From an optimization exercise on the open Yosys and OpenROAD flow, aimed at small area; shortcuts taken in it are not production practice.
Function was checked by simulation only, so behaviour that the tests miss may differ from the original.
Power is estimated from default activity; no workload was simulated. The flow treats the clock pin as an ideal source, which a real chip does not have.

==> flow/design.v <==
package fc_output_collector_pkg;
    localparam int N_HIDDEN   = 128;
    localparam int DATA_W_DEF = 16;
    localparam int CNT_W_DEF  = 8;
endpackage
module fc_output_collector_act_buffer #(
    parameter int DEPTH  = 128,
    parameter int DATA_W = 15
) (
    input  logic              clk,
    input  logic              shift,
    input  logic              shift_n,
    input  logic              par,
    input  logic [DATA_W-1:0] din,
    output logic [DATA_W-1:0] dout
);
    logic [DATA_W-1:0] in_r;
    logic [DATA_W-1:0] sr_r [1:DEPTH-1];
    always_ff @(posedge clk) begin
        in_r <= din;
    end
    always_ff @(posedge clk) begin
        sr_r[1] <= ~((({DATA_W{par}} ^ in_r) | {DATA_W{shift_n}}) & (sr_r[1] | {DATA_W{shift}}));
    end
    for (genvar i = 2; i < DEPTH; i++) begin : g_stage
        always_ff @(posedge clk) begin
            sr_r[i] <= ~((sr_r[i-1] | {DATA_W{shift_n}}) & (sr_r[i] | {DATA_W{shift}}));
        end
    end
    assign dout = sr_r[DEPTH-1] ^ {DATA_W{par}};
endmodule
module fc_output_collector #(
    parameter int N_NEURONS = fc_output_collector_pkg::N_HIDDEN,
    parameter int DATA_W    = fc_output_collector_pkg::DATA_W_DEF,
    parameter bit RELU_EN   = 1'b1,
    parameter int CNT_W     = fc_output_collector_pkg::CNT_W_DEF
) (
    input  logic                  clk,
    input  logic                  reset,
    input  logic [DATA_W-1:0]     s_data,
    input  logic                  s_valid,
    input  logic                  s_done,
    output logic                  m_start,
    output logic [DATA_W-1:0]     m_data,
    output logic                  m_valid,
    output logic                  frame_done,
    output logic                  busy,
    output logic                  err_short,
    output logic                  err_drop
);
    localparam int IDX_W = (N_NEURONS > 1) ? $clog2(N_NEURONS) : 1;
    localparam int MEM_W = RELU_EN ? DATA_W - 1 : DATA_W;
    logic [IDX_W-1:0]  idx_r;
    logic              last_s;
    logic              we_s;
    logic              complete_s;
    logic              abort_s;
    logic              next_valid_s;
    logic [MEM_W-1:0]  wdata_s;
    logic [MEM_W-1:0]  rdata_s;
    logic              shift_r;
    logic              shift_n_r;
    logic              par_r;
    logic              m_start_r;
    logic [MEM_W-1:0]  m_data_r;
    logic              m_valid_r;
    logic              frame_done_r;
    logic              busy_r;
    logic              err_short_r;
    logic              err_drop_r;
    assign last_s       = (idx_r == IDX_W'(N_NEURONS - 1));
    assign we_s         = !busy_r && s_valid;
    assign complete_s   = we_s && last_s;
    assign abort_s      = !busy_r && s_done && !complete_s && (idx_r != '0);
    assign next_valid_s = m_start_r || (m_valid_r && !last_s);
    if (RELU_EN) begin : g_relu
        assign wdata_s = s_data[DATA_W-1] ? '0 : s_data[MEM_W-1:0];
    end else begin : g_norelu
        assign wdata_s = s_data;
    end
    fc_output_collector_act_buffer #(
        .DEPTH  (N_NEURONS),
        .DATA_W (MEM_W)
    ) u_act_buffer (
        .clk     (clk),
        .shift   (shift_r),
        .shift_n (shift_n_r),
        .par     (par_r),
        .din     (wdata_s),
        .dout    (rdata_s)
    );
    always_ff @(posedge clk or negedge reset) begin
        if (!reset) begin
            shift_r   <= 1'b0;
            shift_n_r <= 1'b1;
            par_r     <= 1'b0;
        end else begin
            shift_r   <= s_valid || busy_r;
            shift_n_r <= !(s_valid || busy_r);
            par_r     <= !par_r;
        end
    end
    always_ff @(posedge clk or negedge reset) begin
        if (!reset) begin
            idx_r        <= '0;
            m_start_r    <= 1'b0;
            m_data_r     <= '0;
            m_valid_r    <= 1'b0;
            frame_done_r <= 1'b0;
            busy_r       <= 1'b0;
            err_short_r  <= 1'b0;
            err_drop_r   <= 1'b0;
        end else begin
            if (abort_s) begin
                idx_r <= '0;
            end else if (we_s || m_valid_r) begin
                idx_r <= idx_r + 1'b1;
            end
            m_start_r    <= complete_s;
            m_valid_r    <= next_valid_s;
            m_data_r     <= next_valid_s ? rdata_s : '0;
            frame_done_r <= m_valid_r && last_s;
            busy_r       <= complete_s || (busy_r && !frame_done_r);
            err_short_r  <= err_short_r || abort_s;
            err_drop_r   <= err_drop_r || (busy_r && s_valid);
        end
    end
    assign m_start    = m_start_r;
    assign m_data     = {{(DATA_W-MEM_W){1'b0}}, m_data_r};
    assign m_valid    = m_valid_r;
    assign frame_done = frame_done_r;
    assign busy       = busy_r;
    assign err_short  = err_short_r;
    assign err_drop   = err_drop_r;
endmodule
==> flow/run.sh <==
#!/bin/bash
# synth_recipe.tcl (not shown) runs the flow's synth.tcl, then flattens the netlist and writes it again
# the make line also repeats each setting of config.mk as NAME=value (left out here)
make -C /OpenROAD-flow-scripts/flow DESIGN_CONFIG=/design/flow/config.mk WORK_HOME=/design/flow/orfs CLKGATE_MAP_FILE= SYNTH_SCRIPT=/design/flow/synth_recipe.tcl finish
==> flow/config.mk <==
export PLATFORM = sky130hd
export DESIGN_NAME = fc_output_collector
export DESIGN_NICKNAME = fc_output_collector
export VERILOG_FILES = /design/flow/design.v
export SDC_FILE = /design/flow/constraint.sdc
export NUM_CORES = 4
export LEC_CHECK = 0
export CAP_MARGIN = 20
export CORE_MARGIN = 2
export CORE_UTILIZATION = 40
export CTS_BUF_LIST = sky130_fd_sc_hd__clkbuf_16
export CTS_CLUSTER_DIAMETER = 80
export CTS_CLUSTER_SIZE = 30
export SLEW_MARGIN = 20
==> flow/constraint.sdc <==
create_clock -name core_clock -period 4.0 [get_ports {clk}]
set_input_delay 0.8000 -clock core_clock [delete_from_list [all_inputs] [get_ports {clk}]]
set_output_delay 0.8000 -clock core_clock [all_outputs]
set_load 0.01 [all_outputs]
==> impl_metrics.py, run 1 <==
metrics = {
    "power_and_ir_drop": {
        "ir_drop_mv": 0.444,
        "total_power_uw": 35700,
        "power_density_nw_per_um2": 623,
        "p_leak_uw": 0.0208,
    },
    "synth": {
        "synth_area_sq_um": 53700,
        "post_synth.cell_area_avg_sq_um": 12.2,
        "synth_cell_types": 42,
        "synthCells": 4402,
        "yosysSeqAreaShare": 0.730,
        "synth_ff_type": "dfxtp_1",
        "ys_warn_count": 3,
        "synthesis.nets": 4424,
        "ys_ff_latch": 1951,
        "async_flop_share": 0.0159,
        "synth_edf_count": 0,
    },
    "setup_path": {
        "slowest_delay_ps": 600,
        "startpoint_type": "register",
        "critPathSlowestCell": "clkdlybuf4s50_1",
        "r2r_slack_ps": 1780,
        "path_cells": "clkdlybuf4s50_1",
        "worst_ep_arrival_time_ps": 1790,
        "path_class": "register to output port",
        "path_buf_inv": 1,
        "worstReg2RegStart": "shift_n_r",
        "cp_max_fo": 8,
        "worstRegToRegCells": 2,
        "crit_path_end_kind": "output port",
        "path_depth": 1,
        "cp.required_ps": 3200,
        "worst_r2r_endpoint": "u_act_buffer.sr_r[83][11]",
        "critical-path-top-delay-family": "buffers and inverters",
    },
    "detailed_routing": {
        "wire_per_inst_microns": 13.1,
        "via_per_inst": 5.34,
        "antenna_left": 0,
        "drt_wl_total_microns": 77600,
        "drc": 0,
        "drtIter0Drc": 1729,
        "routed-via-count": 31555,
        "first_pass_iters": 5,
    },
    "global_route": {
        "antenna_found_initial": 0,
        "grt_start_max_net_pins": 199,
        "grt_pass1_wl_microns": 137000,
        "grt_use_total": 0.110,
        "grt_pass1_vias": 29948,
        "overflow": 0,
    },
    "clock_network": {
        "htreeDepth": 3,
        "ctsResizeCount": 0,
        "cts_root_buffer": "clkbuf_16",
        "ctsHoldBuffers": 0,
        "path_clk_slew_ps": 110,
        "cts_tree": "done",
        "cts_buffer_depth": 3,
        "cts.sinks": 1951,
        "cts_setup_buffers": 0,
        "cts_made_buffers": 76,
        "insertion_delay_ps": 670,
    },
    "timing": {
        "fin_crit_ps": 2590,
        "min_period_over_period": 0.648,
        "finalSetupTns_ps": 0,
        "maxSlewViolCount": 0,
        "finalClockSkew_ps": 37.7,
        "tightestPinTransition_ps": 988,
        "finalHoldViolations": 0,
        "setup_viol": 0,
        "slew_headroom": 0.341,
        "grt_setup_unrepaired": "false",
        "fmax_mhz": 386,
    },
    "final_layout": {
        "final_util": 0.429,
        "seq_area_sq_um": 39200,
        "n_antenna_cell": 0,
        "multi_input_area_sq_um": 12600,
        "drive_above_1_share": 0.0338,
        "syn_to_final_growth_pct": 6.43,
        "nets": 4151,
        "final_cells": 5910,
        "fillers": 12464,
    },
    "min_path": {
        "hp-start": "u_act_buffer.sr_r[76][0]",
        "hold_path_depth": 1,
        "holdCritPathClass": "register to register",
        "worstHoldEndpoint": "u_act_buffer.sr_r[77][0]",
    },
    "floorplanning": {
        "initial_core_util": 0.403,
        "die_y_microns": 371,
        "die-area_sq_um": 137000,
        "die_x_microns": 371,
        "coreArea_sq_um": 133000,
        "pin_count": 42,
        "rows": 134,
    },
    "run": {
        "maxCapViolations": 0,
    },
    "place": {
        "hpwl_microns": 39300,
        "io_buffers": 40,
        "placed_cells": 5819,
        "routabilityCongestion": 0.697,
    },
    "status": {
        "status": "finished clean",
    },
}
## report_power, final
group,switching [uW],internal (uW),total [uW],leakage [uW]
logic,1160,1440,2600,0.00320
registers,1570,22500,24000,0.0166
clock network,5420,3620,9040,0.00104
total,8150,27500,35700,0.0208
## synth_stat cells (all sizes together), types with 3 or more instances
master | instances | area share
dfrtp | 30 | 0.014
clkbuf | 203 | 0.014
inv | 9 | 0.00063
o21ai | 4 | 0.00037
nor2 | 21 | 0.0015
dfxtp | 1920 | 0.72
xnor2 | 16 | 0.0026
xor2 | 17 | 0.0028
o22ai | 1905 | 0.22
nor2b | 17 | 0.0020
or2 | 3 | 0.00035
buf | 229 | 0.020
## flip-flops by register name, indices dropped and copies added, names as in the netlist
signal	count
par_r	1
shift_r	1
u_act_buffer.in_r	15
m_data_r	15
idx_r	7
m_valid_r	1
u_act_buffer.sr_r	1905
shift_n_r	1
err_short_r	1
m_start_r	1
busy_r	1
err_drop_r	1
frame_done_r	1
## final cells by class
| class | count | share of cell area |
|---|---|---|
| clock inverters | 12 | 0.00171 |
| clock buffers | 79 | 0.0346 |
| multi-input cells | 2010 | 0.221 |
| repair buffers | 81 | 0.0176 |
| well taps | 1768 | 0.0387 |
| flip-flops and latches | 1951 | 0.686 |
| inverters | 9 | 0.000591 |
## per-stage QoR
| stage | worst slack [ps] | hold WS, ps | area [sq um] |
|---|---|---|---|
| detailed placement | 1660 | 431 | 55100 |
| floorplan | 2290 | 422 | 53700 |
| global placement | 1690 | 429 | 55100 |
| global route | 1320 | 448 | 57200 |
| CTS | 1350 | 433 | 57200 |
| finish | 1410 | 429 | 57200 |
## metal layers
layer | share of wire | GRT usage | vias up
li1 | - | - | 16423
met4 | 0.021 | 0.0294 | 0
met1 | 0.53 | 0.150 | 14896
met2 | 0.43 | 0.180 | 136
met5 | 0 | 0 | -
met3 | 0.020 | 0.0176 | 100
## worst max path at each step
stage | start | end | slack, ps
2_1_floorplan | s_valid | idx_r[3] | 2290
3_3_place_gp | s_valid | idx_r[5] | 1690
3_5_place_dp | s_valid | idx_r[5] | 1660
4_1_cts | busy_r | busy | 1350
5_1_grt | busy_r | busy | 1320
6_report | busy_r | busy | 1410
## kinds of logic (layout without fill, tap and decap cells)
family / after synthesis / count (layout) / share of synthesized area
flip-flops: 1951 / 1951 / 0.730
AO/OA/AOI/OAI: 1920 / 1920 / 0.224
buffers and inverters: 441 / 181 / 0.0350
AND/OR/NAND/NOR: 53 / 53 / 0.00535
XOR/XNOR: 33 / 33 / 0.00538
adder cells (fa/ha/maj): 2 / 2 / 0.000466
other: 1 / 1 / 0.0000698
multiplexers: 1 / 1 / 0.000186
## cell usage in the layout (no fill, tap or decap), drive strengths merged, types with 2 or more instances in the layout
master | Yosys | final
a21oi | 2 | 2
a311oi | 2 | 2
and2 | 2 | 2
and3 | 2 | 2
buf | 229 | 41
clkbuf | 203 | 79
clkdlybuf4s50 | 0 | 40
dfrtp | 30 | 30
dfxtp | 1920 | 1920
ha | 2 | 2
inv | 9 | 20
nand3 | 2 | 2
nor2 | 21 | 21
nor2b | 17 | 17
o21ai | 4 | 4
o21bai | 2 | 2
o22ai | 1905 | 1905
or2 | 3 | 3
xnor2 | 16 | 16
xor2 | 17 | 17
==> run 2: changes to the inputs <==
--- a/flow/config.mk
+++ b/flow/config.mk
@@ -5,10 +5,11 @@
 export SDC_FILE = /design/flow/constraint.sdc
 export NUM_CORES = 4
 export LEC_CHECK = 0
-export CAP_MARGIN = 20
+export CAP_MARGIN = 0
 export CORE_MARGIN = 2
 export CORE_UTILIZATION = 40
 export CTS_BUF_LIST = sky130_fd_sc_hd__clkbuf_16
 export CTS_CLUSTER_DIAMETER = 80
 export CTS_CLUSTER_SIZE = 30
-export SLEW_MARGIN = 20
+export GPL_TIMING_DRIVEN = 0
+export SLEW_MARGIN = 0
==> run 2 against run 1 <==
Clock skew fell by 8.5 ps; register-to-register slack worse by 20 ps; global-route usage is 3.4 points higher; largest cell class unchanged; still clean on timing, DRC and antenna; first-iteration DRC count down 5.6%; largest power group unchanged; worst hold slack worse by 290 ps.
==> impl_metrics.py, run 2 <==
metrics = {
    "status": {
        "status": "finished clean",
    },
    "synth": {
        "async_flop_share": 0.0159,
        "synth_top_area_frac": 0.715,
        "synth_area_leaders": "dfxtp_1, o22ai_1, buf_2",
        "synth_edf_count": 0,
        "ys_ff_latch": 1951,
        "synth_ff_type": "dfxtp_1",
        "synth.most_common_cell": "dfxtp_1",
        "post_synth.cell_area_avg_sq_um": 12.2,
        "synth_cell_types": 42,
        "synthesis.nets": 4424,
        "synth_area_sq_um": 53700,
        "synth_top_area_cell": "dfxtp_1",
        "yosysSeqAreaShare": 0.730,
        "synthCells": 4402,
        "ys_warn_count": 3,
        "synth_commonest_cells": "dfxtp_1, o22ai_1, clkbuf_1",
    },
    "clock_network": {
        "ctsResizeCount": 0,
        "cts.sinks": 1951,
        "cts_setup_buffers": 0,
        "cts_root_buffer": "clkbuf_16",
        "insertion_delay_ps": 690,
        "cts_buffer_depth": 3,
        "cts_tree": "done",
        "cts_made_buffers": 76,
        "path_clk_slew_ps": 110,
        "htreeDepth": 3,
        "ctsHoldBuffers": 0,
    },
    "detailed_routing": {
        "drt_wl_total_microns": 100000,
        "routed-via-count": 33422,
        "via_per_inst": 5.31,
        "antenna_left": 0,
        "drc": 0,
        "wire_per_inst_microns": 15.9,
        "first_pass_iters": 5,
        "drtIter0Drc": 1632,
    },
    "setup_path": {
        "path_cells": "clkdlybuf4s50_1",
        "critPathSlowestCell": "clkdlybuf4s50_1",
        "cp.required_ps": 3200,
        "crit_path_end_kind": "output port",
        "path_class": "register to output port",
        "worst_ep_arrival_time_ps": 1840,
        "path_buf_inv": 1,
        "startpoint_type": "register",
        "slowest_delay_ps": 600,
        "cp_max_fo": 8,
        "critical-path-top-delay-family": "buffers and inverters",
    },
    "final_layout": {
        "top_regs": "u_act_buffer.sr_r x1905, m_data_r x15, u_act_buffer.in_r x15",
        "regMostFlops": "u_act_buffer.sr_r",
        "fillers": 12411,
        "seq_area_sq_um": 39200,
        "largest_register_ffs": 1905,
        "drive_above_1_share": 0.0603,
        "mostFrequentLayoutCells": "dfxtp_1, o22ai_1, clkbuf_1",
        "postLayoutCellArea_sq_um": 58400,
        "syn_to_final_growth_pct": 8.70,
        "nets": 4542,
        "n_antenna_cell": 0,
        "final_common_cell": "dfxtp_1",
        "final_cells": 6297,
        "multi_input_area_sq_um": 12600,
    },
    "timing": {
        "grt_setup_unrepaired": "false",
        "hold_ws_ps": 134,
        "min_period_over_period": 0.659,
        "setup_viol": 0,
        "fin_crit_ps": 2640,
        "maxSlewViolCount": 0,
        "finalClockSkew_ps": 29.2,
        "worst_slack_ps": 1360,
        "tightestPinTransition_ps": 725,
        "slew_headroom": 0.517,
        "finalHoldViolations": 0,
        "fmax_mhz": 379,
        "finalSetupTns_ps": 0,
    },
    "global_route": {
        "grt_pass1_wl_microns": 171000,
        "grt_start_max_net_pins": 32,
        "overflow": 0,
        "grt_pass1_vias": 33438,
        "antenna_found_initial": 0,
        "grt_use_total": 0.144,
    },
    "power_and_ir_drop": {
        "p_leak_uw": 0.0215,
        "intPower_uw": 27600,
        "ir_drop_mv": 0.327,
        "seqPwrFrac": 0.669,
        "power_density_nw_per_um2": 621,
        "p_comb_frac": 0.077,
        "p_switching_uw": 8690,
        "p_clk_frac": 0.255,
        "p_sw_frac": 0.240,
    },
    "place": {
        "routabilityCongestion": 0.736,
        "place_area_sq_um": 56400,
        "dp_slack_ps": 1560,
        "placed_cells": 6210,
        "io_buffers": 40,
        "hpwl_microns": 67500,
    },
    "floorplanning": {
        "die-area_sq_um": 137000,
        "die_y_microns": 371,
        "pin_count": 42,
        "die_x_microns": 371,
        "initial_core_util": 0.403,
        "coreArea_sq_um": 133000,
        "rows": 134,
    },
    "min_path": {
        "holdCritPathClass": "input port to async pin",
    },
    "run": {
        "maxCapViolations": 0,
    },
}
run 2: worst register-to-register path, cell delays in order, from the launching register on:
cell and delay [ps]:
dfstp_2 530, buf_2 240, buf_2 510, clkbuf_1 420
buf_2 290, o22ai_1 120
run 2: area by class of cell:
| type | instances | area share |
|---|---|---|
| well taps | 1768 | 0.0379 |
| flip-flops and latches | 1951 | 0.671 |
| multi-input cells | 2010 | 0.217 |
| clock buffers | 79 | 0.0338 |
| inverters | 9 | 0.000578 |
| clock inverters | 8 | 0.00156 |
| plain buffers | 432 | 0.0316 |
| repair buffers | 40 | 0.00677 |
run 2: path summary, 6_finish.rpt:
check | startpoint | to | slack [ps] | cells past startpoint
min reg2reg | u_act_buffer.sr_r[36][7] | u_act_buffer.sr_r[37][7] | 430 | 1
min in group core_clock | u_act_buffer.sr_r[36][7] | u_act_buffer.sr_r[37][7] | 430 | 1
max in group asynchronous | reset | idx_r[0] | 3420 | 1
max | busy_r | busy | 1360 | 1
max reg2reg | shift_n_r | u_act_buffer.sr_r[68][2] | 1760 | 5
min | reset | m_data_r[7] | 130 | 1
run 2: power groups by stage:
stage	combinational (uW)	sequential, uW	clock, uW
after floorplan	2300	24000	0
after global placement	2650	24700	0
after detailed placement	2790	24600	0
after CTS	2800	24200	9550
after global routing	3160	24600	10200
final	2780	24200	9240
run 2: kinds of logic after synthesis:
group | after synthesis | synth area share
buffers and inverters | 441 | 0.0350
adders and majority gates | 2 | 0.000466
DFF | 1951 | 0.730
muxes | 1 | 0.000186
AOI/OAI and AO/OA | 1920 | 0.224
and+or+nand+nor | 53 | 0.00535
xor gates and xnor gates | 33 | 0.00538
other | 1 | 0.0000698
run 2: metal layers:
| metal | up-vias | share of wire | GRT usage |
|---|---|---|---|
| met5 | - | 0 | 0 |
| met4 | 0 | 0.016 | 0.0281 |
| met3 | 110 | 0.024 | 0.0227 |
| met2 | 243 | 0.43 | 0.220 |
| met1 | 15821 | 0.53 | 0.215 |
| li1 | 17248 | - | - |
run 2: metrics by stage:
stage / total power [uW] / utilization
2_1_floorplan: 26300 / -
3_3_place_gp: 27300 / 0.422
3_5_place_dp: 27400 / 0.422
4_1_cts: 36600 / 0.438
5_1_grt: 38000 / 0.438
6_report: 36300 / 0.438
==> run 3: changes to the inputs <==
==> flow/flow/run.sh (new file) <==
#!/bin/bash
# Layout flow: the standard ORFS flow (standard.sh) with two changes:
# port buffers use the smallest buffer cell, and clock tree synthesis uses
# larger sink clusters of clkbuf_16 and inserts no dummy loads.
set -euo pipefail
CTS="-sink_clustering_enable -repair_clock_nets -sink_clustering_size 30 -sink_clustering_max_diameter 80 -buf_list sky130_fd_sc_hd__clkbuf_16 -dont_use_dummy_load"
bash standard.sh \
  "BUFFER_PORTS_ARGS=-buffer_cell sky130_fd_sc_hd__buf_1" \
  "CTS_ARGS=$CTS" \
  finish > orfs_make.log 2>&1
==> flow/standard.sh (new file) <==
#!/bin/bash
# synth_recipe.tcl (not shown) runs the flow's synth.tcl, then flattens the netlist and writes it again
# the make line also repeats each setting of config.mk as NAME=value (left out here)
make -C /OpenROAD-flow-scripts/flow DESIGN_CONFIG=/design/flow/config.mk WORK_HOME=/design/flow/orfs CLKGATE_MAP_FILE= SYNTH_SCRIPT=/design/flow/synth_recipe.tcl "${@:-finish}"
--- a/flow/config.mk
+++ b/flow/config.mk
@@ -5,11 +5,10 @@
 export SDC_FILE = /design/flow/constraint.sdc
 export NUM_CORES = 4
 export LEC_CHECK = 0
-export CAP_MARGIN = 0
+export CAP_MARGIN = 20
 export CORE_MARGIN = 2
 export CORE_UTILIZATION = 40
 export CTS_BUF_LIST = sky130_fd_sc_hd__clkbuf_16
 export CTS_CLUSTER_DIAMETER = 80
 export CTS_CLUSTER_SIZE = 30
-export GPL_TIMING_DRIVEN = 0
-export SLEW_MARGIN = 0
+export SLEW_MARGIN = 20
removed: flow/run.sh
==> run 3 against run 2 <==
Routed wire length fell by 22%; non-clock buffer count shrank 355; sequential power is essentially flat; clock skew grew 55 ps.
==> impl_metrics.py, run 3 <==
metrics = {
    "power_and_ir_drop": {
        "power_density_nw_per_um2": 619,
        "ir_drop_mv": 0.371,
        "p_leak_uw": 0.0209,
    },
    "setup_path": {
        "startpoint_type": "register",
        "worstRegToRegCells": 2,
        "worst_ep_arrival_time_ps": 1380,
        "path_cells": "buf_1",
        "path_class": "register to output port",
        "path_buf_inv": 1,
        "crit_path_end_kind": "output port",
        "slowest_delay_ps": 540,
        "cp_max_fo": 8,
        "cp.required_ps": 3200,
        "worst_r2r_endpoint": "u_act_buffer.sr_r[58][1]",
        "critical-path-top-delay-family": "flip-flops",
        "worstReg2RegStart": "shift_n_r",
        "critPathSlowestCell": "dfrtp_1",
        "r2r_slack_ps": 1860,
    },
    "final_layout": {
        "regMostFlops": "u_act_buffer.sr_r",
        "mostFrequentLayoutCells": "dfxtp_1, o22ai_1, clkbuf_16",
        "nets": 4187,
        "top_regs": "u_act_buffer.sr_r x1905, m_data_r x15, u_act_buffer.in_r x15",
        "final_common_cell": "dfxtp_1",
        "syn_to_final_growth_pct": 6.43,
        "n_antenna_cell": 0,
        "largest_register_ffs": 1905,
        "drive_above_1_share": 0.0399,
        "final_util": 0.429,
        "final_cells": 5931,
    },
    "timing": {
        "fin_crit_ps": 2180,
        "slew_headroom": 0.337,
        "finalHoldViolations": 0,
        "setup_viol": 0,
        "maxSlewViolCount": 0,
        "tightestPinTransition_ps": 994,
        "finalClockSkew_ps": 84.1,
        "fmax_mhz": 458,
        "finalSetupTns_ps": 0,
        "worst_slack_ps": 1820,
        "grt_setup_unrepaired": "false",
        "min_period_over_period": 0.546,
    },
    "detailed_routing": {
        "first_pass_iters": 5,
        "drc": 0,
        "wire_per_inst_microns": 13.3,
        "via_per_inst": 5.34,
        "drtIter0Drc": 1690,
        "routed-via-count": 31700,
        "drt_wl_total_microns": 78800,
        "antenna_left": 0,
    },
    "floorplanning": {
        "rows": 134,
        "die-area_sq_um": 137000,
        "coreArea_sq_um": 133000,
        "die_y_microns": 371,
        "die_x_microns": 371,
        "pin_count": 42,
        "initial_core_util": 0.403,
    },
    "synth": {
        "async_flop_share": 0.0159,
        "synth_area_sq_um": 53700,
        "synth_cell_types": 42,
        "synth_ff_type": "dfxtp_1",
        "yosysSeqAreaShare": 0.730,
        "ys_warn_count": 3,
        "post_synth.cell_area_avg_sq_um": 12.2,
        "synth_edf_count": 0,
        "synth_commonest_cells": "dfxtp_1, o22ai_1, clkbuf_1",
        "synthesis.nets": 4424,
        "ys_ff_latch": 1951,
        "synthCells": 4402,
        "synth_top_area_cell": "dfxtp_1",
        "synth_top_area_frac": 0.715,
        "synth.most_common_cell": "dfxtp_1",
        "synth_area_leaders": "dfxtp_1, o22ai_1, buf_2",
    },
    "place": {
        "io_buffers": 40,
        "routabilityCongestion": 0.692,
        "dp_slack_ps": 1900,
        "hpwl_microns": 41600,
        "placed_cells": 5855,
    },
    "global_route": {
        "grt_start_max_net_pins": 177,
        "antenna_found_initial": 0,
        "grt_use_total": 0.111,
        "grt_pass1_wl_microns": 138000,
        "grt_pass1_vias": 29674,
        "overflow": 0,
    },
    "clock_network": {
        "cts_buffer_depth": 3,
        "cts.sinks": 1951,
        "htreeDepth": 3,
        "cts_made_buffers": 76,
        "insertion_delay_ps": 670,
        "cts_root_buffer": "clkbuf_16",
        "path_clk_slew_ps": 110,
        "cts_setup_buffers": 0,
        "ctsResizeCount": 0,
        "ctsHoldBuffers": 0,
        "cts_tree": "done",
    },
    "run": {
        "maxCapViolations": 0,
    },
    "status": {
        "status": "finished clean",
    },
    "min_path": {
        "holdCritPathClass": "input port to async pin",
    },
}
[run 3: worst max path at each step]
stage | startpoint | endpoint | slack [ps] | cells past startpoint
final | busy_r | busy | 1820 | 1
after global routing | shift_n_r | u_act_buffer.sr_r[25][12] | 1730 | 3
after CTS | busy_r | busy | 1760 | 1
after detailed placement | shift_n_r | u_act_buffer.sr_r[25][12] | 1900 | 3
after global placement | shift_n_r | u_act_buffer.sr_r[42][3] | 1920 | 3
after floorplan | s_valid | idx_r[3] | 2290 | 4
[run 3: final cells by class]
class | instances | area, sq um
repair buffers | 117 | 1180
multi-input cells | 2010 | 12600
flip-flops and latches | 1951 | 39200
clock buffers | 76 | 1900
well taps | 1768 | 2210
inverters | 9 | 33.8
fillers | 12481 | 76300
[run 3: worst register-to-register path: cells and delay by family, from the launching register on]
kind	cells	cell delay, ps
DFF	1	1120
buffers and inverters	1	500
AOI/OAI and AO/OA	1	350
[run 3: kinds of logic after synthesis]
| kind of cell | after synthesis | synth area share |
|---|---|---|
| other | 1 | 0.0000698 |
| xor gates and xnor gates | 33 | 0.00538 |
| DFF | 1951 | 0.730 |
| muxes | 1 | 0.000186 |
| adders and majority gates | 2 | 0.000466 |
| AOI/OAI and AO/OA | 1920 | 0.224 |
| buffers and inverters | 441 | 0.0350 |
| and+or+nand+nor | 53 | 0.00535 |
[run 3: metrics by stage]
step / instance area [sq um] / hold slack [ps] / power [uW]
after floorplan: 53700 / 422 / 26300
after CTS: 57200 / 98.3 / 35900
after global routing: 57200 / 144 / 37200
final: 57200 / 129 / 35400
after global placement: 55300 / 431 / 27000
after detailed placement: 55300 / 431 / 27100
[run 3: power breakdown]
| group | total, uW | switching [uW] | internal (uW) |
|---|---|---|---|
| Clock | 8740 | 5310 | 3440 |
| Combinational | 2630 | 1170 | 1460 |
| Sequential | 24000 | 1590 | 22400 |
[run 3: routing by layer]
layer  global-route usage  routed length [microns]
met5                    0                        0
met4               0.0315                     1820
met1                0.154                    42000
met3               0.0177                     1620
met2                0.178                    33400
==> run 4: changes to the inputs <==
==> flow/flow/run.sh (replaced) <==
#!/bin/bash
# Layout flow: the standard ORFS flow (standard.sh) with two changes:
# port buffers use the smallest buffer cell, and clock tree synthesis uses
# larger sink clusters of clkbuf_16 and inserts no dummy loads.
set -euo pipefail
CTS="-sink_clustering_enable -repair_clock_nets -sink_clustering_size 36 -sink_clustering_max_diameter 80 -buf_list sky130_fd_sc_hd__clkbuf_16 -dont_use_dummy_load"
bash standard.sh \
  "BUFFER_PORTS_ARGS=-buffer_cell sky130_fd_sc_hd__buf_1" \
  "CTS_ARGS=$CTS" \
  finish > orfs_make.log 2>&1
==> run 4 against run 3 <==
Utilization fell by 0.19 points; power fell by 1.4%; critical path type unchanged; design area fell by 0.44%; sequential power is essentially flat.
==> impl_metrics.py, run 4 <==
metrics = {
    "setup_path": {
        "worstRegToRegCells": 3,
        "worst_r2r_endpoint": "u_act_buffer.sr_r[25][12]",
        "setup.worst_path.end": "busy",
        "path_buf_inv": 1,
        "path_depth": 1,
        "worstReg2RegStart": "shift_n_r",
        "crit_path_start": "busy_r",
        "crit_path_end_kind": "output port",
        "slowest_delay_ps": 540,
        "r2r_slack_ps": 1880,
        "startpoint_type": "register",
        "cp_max_fo": 8,
        "cp.required_ps": 3200,
        "path_class": "register to output port",
        "path_cells": "buf_1",
        "critical-path-top-delay-family": "flip-flops",
        "worst_ep_arrival_time_ps": 1360,
        "critPathSlowestCell": "dfrtp_1",
    },
    "detailed_routing": {
        "antenna_left": 0,
        "via_per_inst": 5.35,
        "routed-via-count": 31663,
        "drt_wl_total_microns": 78300,
        "first_pass_iters": 6,
        "drtIter0Drc": 1771,
        "drc": 0,
        "wire_per_inst_microns": 13.2,
    },
    "synth": {
        "synth_area_sq_um": 53700,
        "synth_cell_types": 42,
        "synthesis.nets": 4424,
        "yosysSeqAreaShare": 0.730,
        "synth.most_common_cell": "dfxtp_1",
        "ys_ff_latch": 1951,
        "synth_edf_count": 0,
        "async_flop_share": 0.0159,
        "synth_top_area_cell": "dfxtp_1",
        "ys_warn_count": 3,
        "synthCells": 4402,
        "synth_ff_type": "dfxtp_1",
        "synth_top_area_frac": 0.715,
        "post_synth.cell_area_avg_sq_um": 12.2,
        "synth_commonest_cells": "dfxtp_1, o22ai_1, clkbuf_1",
        "synth_area_leaders": "dfxtp_1, o22ai_1, buf_2",
    },
    "final_layout": {
        "n_antenna_cell": 0,
        "final_cells": 5921,
        "largest_register_ffs": 1905,
        "final_util": 0.427,
        "nets": 4177,
        "final_common_cell": "dfxtp_1",
        "syn_to_final_growth_pct": 5.96,
        "top_regs": "u_act_buffer.sr_r x1905, m_data_r x15, u_act_buffer.in_r x15",
        "drive_above_1_share": 0.0376,
        "regMostFlops": "u_act_buffer.sr_r",
        "mostFrequentLayoutCells": "dfxtp_1, o22ai_1, clkbuf_16",
    },
    "floorplanning": {
        "rows": 134,
        "coreArea_sq_um": 133000,
        "die_y_microns": 371,
        "die-area_sq_um": 137000,
        "die_x_microns": 371,
        "initial_core_util": 0.403,
        "pin_count": 42,
    },
    "timing": {
        "finalClockSkew_ps": 71.6,
        "worst_slack_ps": 1840,
        "setup_viol": 0,
        "grt_setup_unrepaired": "false",
        "finalHoldViolations": 0,
        "finalSetupTns_ps": 0,
        "fmax_mhz": 462,
        "fin_crit_ps": 2160,
        "slew_headroom": 0.343,
        "hold_ws_ps": 133,
        "tightestPinTransition_ps": 986,
        "maxSlewViolCount": 0,
        "min_period_over_period": 0.541,
    },
    "power_and_ir_drop": {
        "p_comb_frac": 0.075,
        "seqPwrFrac": 0.689,
        "ir_drop_mv": 0.389,
        "p_sw_frac": 0.228,
        "intPower_uw": 26900,
        "power_density_nw_per_um2": 613,
        "p_switching_uw": 7970,
        "p_clk_frac": 0.236,
        "p_leak_uw": 0.0207,
    },
    "place": {
        "placed_cells": 5855,
        "routabilityCongestion": 0.692,
        "dp_slack_ps": 1900,
        "io_buffers": 40,
        "hpwl_microns": 41600,
    },
    "clock_network": {
        "cts_tree": "done",
        "htreeDepth": 3,
        "ctsResizeCount": 0,
        "cts_setup_buffers": 0,
        "cts.sinks": 1951,
        "ctsHoldBuffers": 0,
        "insertion_delay_ps": 660,
        "cts_made_buffers": 66,
        "cts_root_buffer": "clkbuf_16",
        "cts_buffer_depth": 3,
        "path_clk_slew_ps": 120,
    },
    "global_route": {
        "antenna_found_initial": 0,
        "grt_use_total": 0.110,
        "grt_pass1_wl_microns": 137000,
        "overflow": 0,
        "grt_start_max_net_pins": 177,
        "grt_pass1_vias": 29564,
    },
    "min_path": {
        "holdCritPathClass": "input port to async pin",
    },
    "run": {
        "maxCapViolations": 0,
    },
    "status": {
        "status": "finished clean",
    },
}
==> run 4: cell families after synthesis <==
group,after synthesis,synth area share
XOR/XNOR,33,0.00538
multiplexers,1,0.000186
flip-flops,1951,0.730
AND/OR/NAND/NOR,53,0.00535
AO/OA/AOI/OAI,1920,0.224
other,1,0.0000698
buffers and inverters,441,0.0350
adder cells (fa/ha/maj),2,0.000466
==> run 4: how the worst min path moves through the flow <==
stage / slack [ps] / to / cells after the start / start
finish: 130 / m_data_r[4] / 1 / reset
global placement: 430 / u_act_buffer.sr_r[117][4] / 1 / u_act_buffer.sr_r[116][4]
CTS: 100 / m_data_r[6] / 1 / reset
detailed placement: 430 / u_act_buffer.sr_r[125][14] / 1 / u_act_buffer.sr_r[124][14]
global route: 140 / idx_r[2] / 1 / reset
floorplan: 420 / u_act_buffer.sr_r[1][0] / 1 / u_act_buffer.sr_r[1][0]
==> run 4: stage by stage <==
stage          cell area [sq um]  power (uW)
6_report                   56900       34900
5_1_grt                    56900       36700
4_1_cts                    56900       35400
3_5_place_dp               55300       27100
3_3_place_gp               55300       27000
2_1_floorplan              53700       26300
==> run 4: area by class of cell <==
type / count / area, sq um
fillers: 12502 / 76500
flip-flops and latches: 1951 / 39200
multi-input cells: 2010 / 12600
well taps: 1768 / 2210
clock buffers: 66 / 1650
repair buffers: 117 / 1180
inverters: 9 / 33.8
==> run 4: power by group through the flow <==
stage	clock network (uW)	logic [uW]	registers, uW
2_1_floorplan	0	2300	24000
3_3_place_gp	0	2520	24400
3_5_place_dp	0	2660	24400
4_1_cts	8660	2670	24000
5_1_grt	9240	2990	24400
6_report	8230	2630	24000
==> run 4: per-layer routing <==
layer,vias to the layer above,track usage,wire [microns]
met2,139,0.178,33300
met5,-,0,0
met4,0,0.0280,1530
li1,16461,-,-
met1,14979,0.154,41800
met3,84,0.0176,1610
==> run 5: changes to the inputs <==
--- a/flow/config.mk
+++ b/flow/config.mk
@@ -7,7 +7,7 @@
 export LEC_CHECK = 0
 export CAP_MARGIN = 20
 export CORE_MARGIN = 2
-export CORE_UTILIZATION = 40
+export CORE_UTILIZATION = 60
 export CTS_BUF_LIST = sky130_fd_sc_hd__clkbuf_16
 export CTS_CLUSTER_DIAMETER = 80
 export CTS_CLUSTER_SIZE = 30
==> run 5 against run 4 <==
Global-route usage is 5.6 points higher; non-clock buffer count is 16 lower; clock power is 4.4% lower; cell count down 11%; critical path depth did not move; sequential share of layout area is 1.3 points higher; still clean; die area shrank 33%; sequential power barely moved; first-iteration DRC count is 10% higher.
==> impl_metrics.py, run 5 <==
metrics = {
    "status": {
        "status": "finished clean",
    },
    "place": {
        "io_buffers": 40,
        "routabilityCongestion": 0.706,
        "placed_cells": 5236,
        "hpwl_microns": 41800,
    },
    "final_layout": {
        "fillers": 7123,
        "nets": 4155,
        "n_antenna_cell": 0,
        "mostFrequentLayoutCells": "dfxtp_1, o22ai_1, clkbuf_16",
        "regMostFlops": "u_act_buffer.sr_r",
        "final_common_cell": "dfxtp_1",
        "final_cells": 5296,
        "drive_above_1_share": 0.0327,
        "top_regs": "u_act_buffer.sr_r x1905, m_data_r x15, u_act_buffer.in_r x15",
        "syn_to_final_growth_pct": 3.99,
        "largest_register_ffs": 1905,
        "final_util": 0.631,
    },
    "timing": {
        "slew_headroom": 0.408,
        "fmax_mhz": 454,
        "min_period_over_period": 0.551,
        "finalSetupTns_ps": 0,
        "hold_ws_ps": 198,
        "finalClockSkew_ps": 23.1,
        "grt_setup_unrepaired": "false",
        "tightestPinTransition_ps": 889,
        "fin_crit_ps": 2200,
        "finalHoldViolations": 0,
        "setup_viol": 0,
        "maxSlewViolCount": 0,
    },
    "synth": {
        "synth_edf_count": 0,
        "ys_warn_count": 3,
        "synthesis.nets": 4424,
        "yosysSeqAreaShare": 0.730,
        "synth_commonest_cells": "dfxtp_1, o22ai_1, clkbuf_1",
        "synth.most_common_cell": "dfxtp_1",
        "synthCells": 4402,
        "async_flop_share": 0.0159,
        "synth_top_area_frac": 0.715,
        "post_synth.cell_area_avg_sq_um": 12.2,
        "synth_area_leaders": "dfxtp_1, o22ai_1, buf_2",
        "synth_area_sq_um": 53700,
        "synth_top_area_cell": "dfxtp_1",
        "synth_ff_type": "dfxtp_1",
        "ys_ff_latch": 1951,
        "synth_cell_types": 42,
    },
    "global_route": {
        "grt_use_total": 0.166,
        "grt_start_max_net_pins": 178,
        "antenna_found_initial": 0,
        "grt_pass1_wl_microns": 136000,
        "grt_pass1_vias": 29137,
        "overflow": 0,
    },
    "clock_network": {
        "ctsHoldBuffers": 0,
        "cts.sinks": 1951,
        "insertion_delay_ps": 690,
        "path_clk_slew_ps": 120,
        "cts_setup_buffers": 0,
        "htreeDepth": 2,
        "cts_made_buffers": 60,
        "cts_root_buffer": "clkbuf_16",
        "ctsResizeCount": 0,
        "cts_tree": "done",
        "cts_buffer_depth": 3,
    },
    "setup_path": {
        "critical-path-top-delay-family": "flip-flops",
        "critPathSlowestCell": "dfrtp_1",
        "cp_max_fo": 8,
        "worst_ep_arrival_time_ps": 1400,
        "path_class": "register to output port",
        "path_cells": "buf_1",
        "cp.required_ps": 3200,
        "crit_path_end_kind": "output port",
        "startpoint_type": "register",
        "path_buf_inv": 1,
        "slowest_delay_ps": 530,
    },
    "detailed_routing": {
        "via_per_inst": 5.91,
        "first_pass_iters": 5,
        "wire_per_inst_microns": 14.9,
        "drc": 0,
        "drtIter0Drc": 1955,
        "drt_wl_total_microns": 78800,
        "antenna_left": 0,
        "routed-via-count": 31288,
    },
    "floorplanning": {
        "die_y_microns": 303,
        "rows": 109,
        "pin_count": 42,
        "coreArea_sq_um": 88500,
        "die_x_microns": 303,
        "die-area_sq_um": 92000,
        "initial_core_util": 0.607,
    },
    "power_and_ir_drop": {
        "power_density_nw_per_um2": 618,
        "p_leak_uw": 0.0206,
        "ir_drop_mv": 0.457,
    },
    "min_path": {
        "holdCritPathClass": "input port to async pin",
    },
    "run": {
        "maxCapViolations": 0,
    },
}
[run 5: cell counts after synthesis]
No cell type changed its count.
[run 5: power by group]
group          leakage, uW  total, uW  internal [uW]  switching, uW
Combinational      0.00324       2620           1450           1170
Clock             0.000739       7870           2720           5150
Sequential          0.0166      24100          22500           1610
[run 5: final timing paths]
path | from | cells past startpoint | slack, ps | end
setup / recovery | busy_r | 1 | 1800 | busy
hold reg to reg | u_act_buffer.sr_r[49][4] | 1 | 430 | u_act_buffer.sr_r[50][4]
hold / removal | reset | 1 | 200 | idx_r[6]
min in group core_clock | s_data[5] | 2 | 320 | u_act_buffer.in_r[5]
max in group asynchronous | reset | 1 | 3190 | shift_r
setup reg to reg | shift_n_r | 3 | 1860 | u_act_buffer.sr_r[21][9]
[run 5: cell families after synthesis]
family                     after synthesis  synth area share
xor gates and xnor gates                33           0.00538
DFF                                   1951             0.730
adders and majority gates                2          0.000466
buffers and inverters                  441            0.0350
AOI/OAI and AO/OA                     1920             0.224
and+or+nand+nor                         53           0.00535
muxes                                    1          0.000186
other                                    1         0.0000698
[run 5: through the flow]
stage          setup slack (ps)  instance area, sq um  total power (uW)
2_1_floorplan              2290                 53700             26300
3_3_place_gp               1880                 54400             27000
3_5_place_dp               1850                 54400             27100
4_1_cts                    1730                 55900             35000
5_1_grt                    1720                 55900             36300
6_report                   1800                 55900             34500
[run 5: worst register-to-register path, delay by kind of cell, from the launching register on]
family,cells,cell delay [ps]
flops,1,1060
buf+inv,2,780
compound gates,1,210
[run 5: cell type report]
cell class,count,area [sq um],share of cell area
clock buffers,60,1500,0.0269
inverters,9,33.8,0.000604
multi-input cells,2010,12600,0.226
flip-flops and latches,1951,39200,0.702
well taps,1165,1460,0.0261
repair buffers,101,1020,0.0183
[run 5: layer usage]
layer  part of all wire  vias to the layer above  track usage
met5                  0                        -            0
met1               0.54                    14658        0.240
li1                   -                    16427            -
met3              0.020                       74       0.0209
met4              0.016                        0       0.0371
met2               0.42                      129        0.268
==> run 6: changes to the inputs <==
==> flow/flow/run.sh (replaced) <==
#!/bin/bash
# Layout flow: the standard ORFS flow (standard.sh) with two changes:
# port buffers use the smallest buffer cell, and clock tree synthesis uses
# larger sink clusters of clkbuf_16 and inserts no dummy loads.
set -euo pipefail
CTS="-sink_clustering_enable -repair_clock_nets -sink_clustering_size 33 -sink_clustering_max_diameter 80 -buf_list sky130_fd_sc_hd__clkbuf_16 -dont_use_dummy_load"
bash standard.sh \
  "BUFFER_PORTS_ARGS=-buffer_cell sky130_fd_sc_hd__buf_1" \
  "CTS_ARGS=$CTS" \
  finish > orfs_make.log 2>&1
==> run 6 against run 5 <==
Still clean; power rose by 1.5%; synthesized area did not move; combinational power barely moved; cell count rose by 0.17%; critical path depth did not move.
==> impl_metrics.py, run 6 <==
metrics = {
    "status": {
        "status": "finished clean",
    },
    "global_route": {
        "antenna_found_initial": 0,
        "grt_use_total": 0.167,
        "grt.met1_usage": 0.243,
        "grt_pass1_vias": 29041,
        "grt_start_max_net_pins": 178,
        "grt_busiest_layer": "met2",
        "overflow": 0,
        "grt_use_met2": 0.264,
        "grt_pass1_wl_microns": 136000,
        "grtUsageMet3": 0.0245,
    },
    "floorplanning": {
        "die_y_microns": 303,
        "coreArea_sq_um": 88500,
        "initial_core_util": 0.607,
        "pin_count": 42,
        "die_x_microns": 303,
        "rows": 109,
        "die-area_sq_um": 92000,
    },
    "timing": {
        "grt_setup_unrepaired": "false",
        "finalHoldViolations": 0,
        "hold_ws_ps": 221,
        "slew_headroom": 0.416,
        "finalClockSkew_ps": 32.7,
        "tightestPinTransition_ps": 876,
        "min_period_over_period": 0.540,
        "fin_crit_ps": 2160,
        "fmax_mhz": 463,
        "worst_slack_ps": 1840,
        "setup_viol": 0,
        "finalSetupTns_ps": 0,
        "maxSlewViolCount": 0,
    },
    "final_layout": {
        "top_regs": "u_act_buffer.sr_r x1905, m_data_r x15, u_act_buffer.in_r x15",
        "nets": 4164,
        "regMostFlops": "u_act_buffer.sr_r",
        "drive_above_1_share": 0.0348,
        "fillers": 7072,
        "largest_register_ffs": 1905,
        "final_util": 0.634,
        "mostFrequentLayoutCells": "dfxtp_1, o22ai_1, clkbuf_16",
        "n_antenna_cell": 0,
        "final_cells": 5305,
        "syn_to_final_growth_pct": 4.40,
        "final_common_cell": "dfxtp_1",
    },
    "synth": {
        "yosysSeqAreaShare": 0.730,
        "synth_edf_count": 0,
        "synth.most_common_cell": "dfxtp_1",
        "async_flop_share": 0.0159,
        "synthCells": 4402,
        "synth_top_area_cell": "dfxtp_1",
        "synth_cell_types": 42,
        "synth_ff_type": "dfxtp_1",
        "synth_top_area_frac": 0.715,
        "synth_area_leaders": "dfxtp_1, o22ai_1, buf_2",
        "synth_area_sq_um": 53700,
        "synth_commonest_cells": "dfxtp_1, o22ai_1, clkbuf_1",
        "ys_warn_count": 3,
        "ys_ff_latch": 1951,
        "synthesis.nets": 4424,
        "post_synth.cell_area_avg_sq_um": 12.2,
    },
    "setup_path": {
        "startpoint_type": "register",
        "slowest_delay_ps": 530,
        "cp.required_ps": 3200,
        "critPathSlowestCell": "dfrtp_1",
        "critical-path-top-delay-family": "flip-flops",
        "path_class": "register to output port",
        "path_buf_inv": 1,
        "path_cells": "buf_1",
        "cp_max_fo": 8,
        "crit_path_end_kind": "output port",
        "worst_ep_arrival_time_ps": 1360,
    },
    "clock_network": {
        "cts_made_buffers": 69,
        "insertion_delay_ps": 640,
        "cts.sinks": 1951,
        "cts_buffer_depth": 3,
        "cts_tree": "done",
        "htreeDepth": 3,
        "ctsHoldBuffers": 0,
        "cts_root_buffer": "clkbuf_16",
        "path_clk_slew_ps": 110,
        "cts_setup_buffers": 0,
        "ctsResizeCount": 0,
    },
    "detailed_routing": {
        "drt_wl_total_microns": 79100,
        "wire_per_inst_microns": 14.9,
        "first_pass_iters": 4,
        "drc": 0,
        "antenna_left": 0,
        "routed-via-count": 31303,
        "via_per_inst": 5.90,
        "drtIter0Drc": 1956,
    },
    "power_and_ir_drop": {
        "power_density_nw_per_um2": 625,
        "ir_drop_mv": 0.402,
        "p_leak_uw": 0.0207,
    },
    "run": {
        "maxCapViolations": 0,
    },
    "place": {
        "hpwl_microns": 41800,
        "dp_slack_ps": 1850,
        "io_buffers": 40,
        "placed_cells": 5236,
        "routabilityCongestion": 0.706,
    },
    "min_path": {
        "holdCritPathClass": "input port to async pin",
    },
}
run 6: logic make-up (layout without fill, tap and decap cells):
family / after synthesis / after routing / share of synthesized area
buffers and inverters: 441 / 179 / 0.0350
flip-flops: 1951 / 1951 / 0.730
AND/OR/NAND/NOR: 53 / 53 / 0.00535
adder cells (fa/ha/maj): 2 / 2 / 0.000466
other: 1 / 1 / 0.0000698
AO/OA/AOI/OAI: 1920 / 1920 / 0.224
XOR/XNOR: 33 / 33 / 0.00538
multiplexers: 1 / 1 / 0.000186
run 6: power by group:
part / total (uW) / switching (uW) / internal, uW
clock: 8390 / 5240 / 3150
sequential: 24100 / 1610 / 22500
combinational: 2620 / 1170 / 1450
total: 35100 / 8020 / 27000
run 6: per-layer routing:
layer / wire [microns] / part of all wire / vias to the layer above
met5: 0 / 0 / -
met2: 33300 / 0.42 / 127
li1: - / - / 16475
met3: 1480 / 0.019 / 82
met4: 1520 / 0.019 / 0
met1: 42800 / 0.54 / 14619
run 6: path summary, 6_finish.rpt:
kind                                           from                   endpoint  slack (ps)  cells past startpoint
setup reg to reg                          shift_n_r   u_act_buffer.sr_r[29][0]        1850                      3
min in group core_clock                   s_data[2]       u_act_buffer.in_r[2]         350                      2
hold / removal                                reset                m_data_r[3]         220                      1
setup / recovery                             busy_r                       busy        1840                      1
max in group asynchronous                     reset                    shift_r        3180                      1
hold reg to reg            u_act_buffer.sr_r[99][3]  u_act_buffer.sr_r[100][3]         420                      1
run 6: area by class of cell:
type | instances | area [sq um] | share of cell area
clock buffers | 69 | 1730 | 0.0308
inverters | 9 | 33.8 | 0.000602
multi-input cells | 2010 | 12600 | 0.225
flip-flops and latches | 1951 | 39200 | 0.699
well taps | 1165 | 1460 | 0.0260
repair buffers | 101 | 1020 | 0.0182
run 6: stage by stage:
stage | power [uW] | cell area [sq um]
3_5_place_dp | 27100 | 54400
4_1_cts | 35500 | 56100
3_3_place_gp | 27000 | 54400
2_1_floorplan | 26300 | 53700
5_1_grt | 36800 | 56100
6_report | 35100 | 56100
==> run 7: changes to the inputs <==
--- a/flow/config.mk
+++ b/flow/config.mk
@@ -7,7 +7,7 @@
 export LEC_CHECK = 0
 export CAP_MARGIN = 20
 export CORE_MARGIN = 2
-export CORE_UTILIZATION = 60
+export CORE_UTILIZATION = 70
 export CTS_BUF_LIST = sky130_fd_sc_hd__clkbuf_16
 export CTS_CLUSTER_DIAMETER = 80
 export CTS_CLUSTER_SIZE = 30
==> run 7 against run 6 <==
Critical path type is now register to register; critical endpoint is now u_act_buffer.sr_r[45][5]; cell count down 2.6%; largest power group unchanged; fmax fell by 0.31%; critical path depth grew 1; power rose by 0.22%; still clean; die area is 14% lower.
==> impl_metrics.py, run 7 <==
metrics = {
    "status": {
        "status": "finished clean",
    },
    "detailed_routing": {
        "drc": 0,
        "drt_wl_total_microns": 82800,
        "routed-via-count": 31990,
        "first_pass_iters": 5,
        "antenna_left": 0,
        "wire_per_inst_microns": 16.0,
        "drtIter0Drc": 1779,
        "via_per_inst": 6.19,
    },
    "final_layout": {
        "mostFrequentLayoutCells": "dfxtp_1, o22ai_1, clkbuf_16",
        "top_regs": "u_act_buffer.sr_r x1905, m_data_r x15, u_act_buffer.in_r x15",
        "multi_input_area_sq_um": 12600,
        "postLayoutCellArea_sq_um": 55900,
        "fillers": 5109,
        "n_antenna_cell": 0,
        "drive_above_1_share": 0.0336,
        "regMostFlops": "u_act_buffer.sr_r",
        "nets": 4160,
        "largest_register_ffs": 1905,
        "syn_to_final_growth_pct": 4.01,
        "seq_area_sq_um": 39200,
        "final_common_cell": "dfxtp_1",
    },
    "setup_path": {
        "startpoint_type": "register",
        "crit_path_end_kind": "register",
        "path_class": "register to register",
        "path_buf_inv": 1,
        "r2r_slack_ps": 1830,
        "slowest_delay_ps": 1070,
        "critPathSlowestCell": "dfstp_4",
        "worst_ep_arrival_time_ps": 2650,
        "cp.required_ps": 4480,
        "path_cells": "buf_4, o22ai_1",
        "cp_max_fo": 76,
        "critical-path-top-delay-family": "flip-flops",
    },
    "global_route": {
        "overflow": 0,
        "grt_use_total": 0.203,
        "grt_pass1_vias": 30589,
        "antenna_found_initial": 0,
        "grt_pass1_wl_microns": 141000,
        "grt_start_max_net_pins": 194,
    },
    "clock_network": {
        "cts_buffer_depth": 3,
        "htreeDepth": 3,
        "path_clk_slew_ps": 110,
        "cts.sinks": 1951,
        "cts_root_buffer": "clkbuf_16",
        "cts_made_buffers": 69,
        "ctsResizeCount": 0,
        "cts_setup_buffers": 0,
        "insertion_delay_ps": 640,
        "ctsHoldBuffers": 0,
        "cts_tree": "done",
    },
    "synth": {
        "synth_commonest_cells": "dfxtp_1, o22ai_1, clkbuf_1",
        "synth_top_area_frac": 0.715,
        "synth_ff_type": "dfxtp_1",
        "synth_edf_count": 0,
        "async_flop_share": 0.0159,
        "synth_cell_types": 42,
        "synthCells": 4402,
        "synthesis.nets": 4424,
        "synth_area_leaders": "dfxtp_1, o22ai_1, buf_2",
        "synth_top_area_cell": "dfxtp_1",
        "post_synth.cell_area_avg_sq_um": 12.2,
        "ys_ff_latch": 1951,
        "yosysSeqAreaShare": 0.730,
        "synth_area_sq_um": 53700,
        "ys_warn_count": 3,
        "synth.most_common_cell": "dfxtp_1",
    },
    "timing": {
        "finalHoldViolations": 0,
        "fin_crit_ps": 2170,
        "min_period_over_period": 0.542,
        "finalSetupTns_ps": 0,
        "fmax_mhz": 462,
        "setup_viol": 0,
        "tightestPinTransition_ps": 928,
        "finalClockSkew_ps": 66.0,
        "grt_setup_unrepaired": "false",
        "maxSlewViolCount": 0,
        "slew_headroom": 0.381,
    },
    "floorplanning": {
        "rows": 101,
        "initial_core_util": 0.708,
        "die-area_sq_um": 79000,
        "die_x_microns": 281,
        "coreArea_sq_um": 75900,
        "pin_count": 42,
        "die_y_microns": 281,
    },
    "place": {
        "io_buffers": 40,
        "routabilityCongestion": 0.728,
        "place_area_sq_um": 54200,
        "hpwl_microns": 46400,
    },
    "run": {
        "maxCapViolations": 0,
    },
    "power_and_ir_drop": {
        "power_density_nw_per_um2": 629,
        "p_leak_uw": 0.0207,
        "ir_drop_mv": 0.469,
    },
    "min_path": {
        "holdCritPathClass": "input port to async pin",
    },
}
-- run 7: layout make-up --
class / count / share of cell area
Inverter: 9 / 0.000604
Multi-Input combinational cell: 2010 / 0.226
Clock buffer: 69 / 0.0309
Sequential cell: 1951 / 0.702
Timing Repair Buffer: 97 / 0.0175
Tap cell: 1030 / 0.0231
-- run 7: cells by family after synthesis --
logic type / synth area share
compound gates: 0.224
mux: 0.000186
other cells: 0.0000698
simple gates: 0.00535
fa+ha+maj: 0.000466
buf+inv: 0.0350
flops: 0.730
xor+xnor: 0.00538
-- run 7: layer usage --
metal,track usage,wire length [microns]
met1,0.276,41300
met5,0,0
met3,0.0231,1560
met2,0.347,38200
met4,0.0538,1740
-- run 7: power by group --
part	internal (uW)	switching [uW]
clock network	3140	5180
logic	1450	1230
registers	22500	1690
-- run 7: path summary, 6_finish.rpt --
path                            cells after the start                   endpoint                      start
min in group core_clock                             2       u_act_buffer.in_r[6]                  s_data[6]
max in group asynchronous                           1                    shift_r                      reset
worst min-delay path                                1                m_data_r[1]                      reset
worst min register to register                      1  u_act_buffer.sr_r[115][3]  u_act_buffer.sr_r[114][3]
worst max register to register                      2   u_act_buffer.sr_r[45][5]                  shift_n_r
worst max-delay path                                2   u_act_buffer.sr_r[45][5]                  shift_n_r
-- run 7: through the flow --
stage                     setup slack (ps)  total power (uW)  hold WS, ps   util  cells
final                                 1830             35100          256  0.736   5166
after global routing                  1690             36700          290  0.736   5166
after floorplan                       2290             26300          422      -   4402
after detailed placement              1850             27200          432  0.713   5097
after global placement                1940             26900          430  0.713   5097
after CTS                             1830             35400          257  0.736   5166
==> run 8: changes to the inputs <==
==> flow/flow/run.sh (replaced) <==
#!/bin/bash
# Layout flow: the standard ORFS flow (standard.sh) with two changes:
# port buffers use the smallest buffer cell, and clock tree synthesis uses
# larger sink clusters of clkbuf_16 and inserts no dummy loads.
set -euo pipefail
CTS="-sink_clustering_enable -repair_clock_nets -sink_clustering_size 40 -sink_clustering_max_diameter 50 -buf_list sky130_fd_sc_hd__clkbuf_16 -dont_use_dummy_load"
bash standard.sh \
  "BUFFER_PORTS_ARGS=-buffer_cell sky130_fd_sc_hd__buf_1" \
  "CTS_ARGS=$CTS" \
  finish > orfs_make.log 2>&1
==> run 8 against run 7 <==
Clock power is 43% higher; power up 10%; clock skew shrank 19 ps; largest cell class unchanged; global-route usage increased by 0.85 points; cell count grew 1.3%.
==> impl_metrics.py, run 8 <==
metrics = {
    "status": {
        "status": "finished clean",
    },
    "setup_path": {
        "worstReg2RegStart": "shift_n_r",
        "path_buf_inv": 1,
        "critical-path-top-delay-family": "flip-flops",
        "worst_r2r_endpoint": "u_act_buffer.sr_r[64][6]",
        "startpoint_type": "register",
        "critPathSlowestCell": "dfstp_4",
        "path_class": "register to register",
        "slowest_delay_ps": 1050,
        "path_cells": "buf_4, o22ai_1",
        "crit_path_start": "shift_n_r",
        "crit_path_end_kind": "register",
        "r2r_slack_ps": 1840,
        "cp_max_fo": 76,
        "cp.required_ps": 4520,
        "worst_ep_arrival_time_ps": 2670,
        "worstRegToRegCells": 2,
    },
    "power_and_ir_drop": {
        "p_comb_frac": 0.069,
        "p_switching_uw": 8750,
        "seqPwrFrac": 0.624,
        "p_sw_frac": 0.226,
        "intPower_uw": 30000,
        "ir_drop_mv": 0.453,
        "p_leak_uw": 0.0215,
        "p_clk_frac": 0.307,
        "power_density_nw_per_um2": 673,
        "total_power_uw": 38800,
    },
    "clock_network": {
        "cts_setup_buffers": 0,
        "insertion_delay_ps": 710,
        "ctsHoldBuffers": 0,
        "path_clk_slew_ps": 70,
        "ctsResizeCount": 0,
        "cts_made_buffers": 138,
        "cts.sinks": 1951,
        "cts_root_buffer": "clkbuf_16",
        "cts_tree": "done",
        "cts_buffer_depth": 3,
        "htreeDepth": 4,
    },
    "global_route": {
        "antenna_found_initial": 0,
        "overflow": 0,
        "grt_start_max_net_pins": 194,
        "grt_use_total": 0.212,
        "grt_pass1_vias": 30941,
        "grt_pass1_wl_microns": 145000,
    },
    "floorplanning": {
        "die-area_sq_um": 79000,
        "rows": 101,
        "die_x_microns": 281,
        "pin_count": 42,
        "initial_core_util": 0.708,
        "coreArea_sq_um": 75900,
        "die_y_microns": 281,
    },
    "final_layout": {
        "multi_input_area_sq_um": 12600,
        "seq_area_sq_um": 39200,
        "final_cells": 5235,
        "top_regs": "u_act_buffer.sr_r x1905, m_data_r x15, u_act_buffer.in_r x15",
        "regMostFlops": "u_act_buffer.sr_r",
        "syn_to_final_growth_pct": 7.22,
        "largest_register_ffs": 1905,
        "drive_above_1_share": 0.0495,
        "final_common_cell": "dfxtp_1",
        "mostFrequentLayoutCells": "dfxtp_1, o22ai_1, clkbuf_16",
        "fillers": 4881,
        "n_antenna_cell": 0,
        "nets": 4229,
    },
    "synth": {
        "synth_ff_type": "dfxtp_1",
        "synth_cell_types": 42,
        "synth_area_sq_um": 53700,
        "synth_area_leaders": "dfxtp_1, o22ai_1, buf_2",
        "ys_warn_count": 3,
        "synth_commonest_cells": "dfxtp_1, o22ai_1, clkbuf_1",
        "synth_top_area_frac": 0.715,
        "synth-simple-area-share": 0.00535,
        "post_synth.cell_area_avg_sq_um": 12.2,
        "ys_ff_latch": 1951,
        "muxShareOfSynthArea": 0.000186,
        "synth.most_common_cell": "dfxtp_1",
        "yosysSeqAreaShare": 0.730,
        "synthCells": 4402,
        "synth_edf_count": 0,
        "synth_top_area_cell": "dfxtp_1",
        "synth_top_family_by_area": "compound AO/OA/AOI/OAI gates",
        "async_flop_share": 0.0159,
        "synth_xor_area_frac": 0.00538,
        "synthesis.nets": 4424,
        "synth_compound_area_frac": 0.224,
        "synth-adder-area-share": 0.000466,
    },
    "min_path": {
        "holdCritPathClass": "input port to async pin",
    },
    "timing": {
        "min_period_over_period": 0.539,
        "tightestPinTransition_ps": 952,
        "finalSetupTns_ps": 0,
        "setup_viol": 0,
        "maxSlewViolCount": 0,
        "worst_slack_ps": 1840,
        "finalHoldViolations": 0,
        "slew_headroom": 0.366,
        "grt_setup_unrepaired": "false",
        "fin_crit_ps": 2160,
        "finalClockSkew_ps": 46.6,
        "fmax_mhz": 463,
    },
    "place": {
        "hpwl_microns": 46400,
        "placed_cells": 5097,
        "io_buffers": 40,
        "routabilityCongestion": 0.728,
        "dp_slack_ps": 1850,
    },
    "detailed_routing": {
        "via_per_inst": 6.22,
        "drtIter0Drc": 1816,
        "first_pass_iters": 5,
        "drc": 0,
        "drt_wl_total_microns": 85300,
        "wire_per_inst_microns": 16.3,
        "routed-via-count": 32540,
        "antenna_left": 0,
    },
    "run": {
        "maxCapViolations": 0,
    },
}
run 8: cell counts after synthesis:
Identical to the previous run, type by type.
run 8: final cells by class:
type | count | share of cell area
sequential | 1951 | 0.681
multi-input combinational | 2010 | 0.220
timing repair buffer | 97 | 0.0170
clock buffer | 138 | 0.0599
inverter | 9 | 0.000586
tap | 1030 | 0.0224
run 8: power by group through the flow:
stage          Sequential [uW]  Clock, uW  Combinational, uW
5_1_grt                  24500      12900               3020
2_1_floorplan            24000          0               2300
3_3_place_gp             24400          0               2470
6_report                 24200      11900               2680
3_5_place_dp             24500          0               2690
4_1_cts                  24200      12200               2700
run 8: how the worst max path moves through the flow:
stage	endpoint	slack (ps)	depth (start not counted)
2_1_floorplan	idx_r[3]	2290	4
3_3_place_gp	u_act_buffer.sr_r[36][5]	1940	2
3_5_place_dp	u_act_buffer.sr_r[79][4]	1850	2
4_1_cts	busy	1800	1
5_1_grt	u_act_buffer.sr_r[64][6]	1730	2
6_report	u_act_buffer.sr_r[64][6]	1840	2
run 8: per-stage QoR:
stage               hold slack (ps)   util  area, sq um
finish                          188  0.759        57600
floorplan                       422      -        53700
global placement                430  0.713        54200
CTS                             170  0.759        57600
detailed placement              432  0.713        54200
global route                    223  0.759        57600
run 8: worst register-to-register path, stage by stage, from the launching register on:
cell	delay [ps]
dfstp_4	1050
buf_4	720
o22ai_1	220
run 8: cells by family after synthesis:
| kind of cell | count (synthesis) |
|---|---|
| fa+ha+maj | 2 |
| compound gates | 1920 |
| flops | 1951 |
| xor+xnor | 33 |
| buf+inv | 441 |
| other cells | 1 |
| mux | 1 |
| simple gates | 53 |
run 8: routing by layer:
metal	up-vias	global-route usage	routed length [microns]	part of all wire
met5	-	0	0	0
met4	0	0.0701	1760	0.021
li1	16546	-	-	-
met3	147	0.0317	2060	0.024
met2	315	0.337	39200	0.46
met1	15532	0.298	42300	0.50

-- separate check: timing with driven ports --
How much do the figures lean on ideal ports? The routed layouts below were timed once more, with nothing changed but the port constraints. Step 1, drivers: a clkbuf_16 drives clk and a buf_2 each remaining input, both assumed. Step 2, shift: input delay + t, output delay - t, t = (earliest + latest rising clock arrival at the registers) / 2. This alone moves slack from input paths to output paths. a / b / c = no drivers / after step 1 / after step 2; a / b = the first two.
run	t (ns)	setup WS [ns]	worst setup path after step 2	slew at the worst register clock pin (ns)
run 1	0.722	1.410 / 1.340 / 1.705	input to register	0.11 / 0.11
run 2	0.750	1.363 / 1.288 / 1.676	input to register	0.11 / 0.11
run 3	0.699	1.817 / 1.746 / 1.860	register to register	0.11 / 0.11
run 4	0.696	1.836 / 1.764 / 1.881	register to register	0.12 / 0.12
run 5	0.738	1.797 / 1.731 / 1.862	register to register	0.12 / 0.12
run 6	0.698	1.840 / 1.775 / 1.850	register to register	0.12 / 0.12
run 7	0.682	1.834 / 1.799 / 1.834	register to register	0.12 / 0.12
run 8	0.758	1.842 / 1.776 / 1.842	register to register	0.10 / 0.10
After both steps every run listed still meets setup and hold.
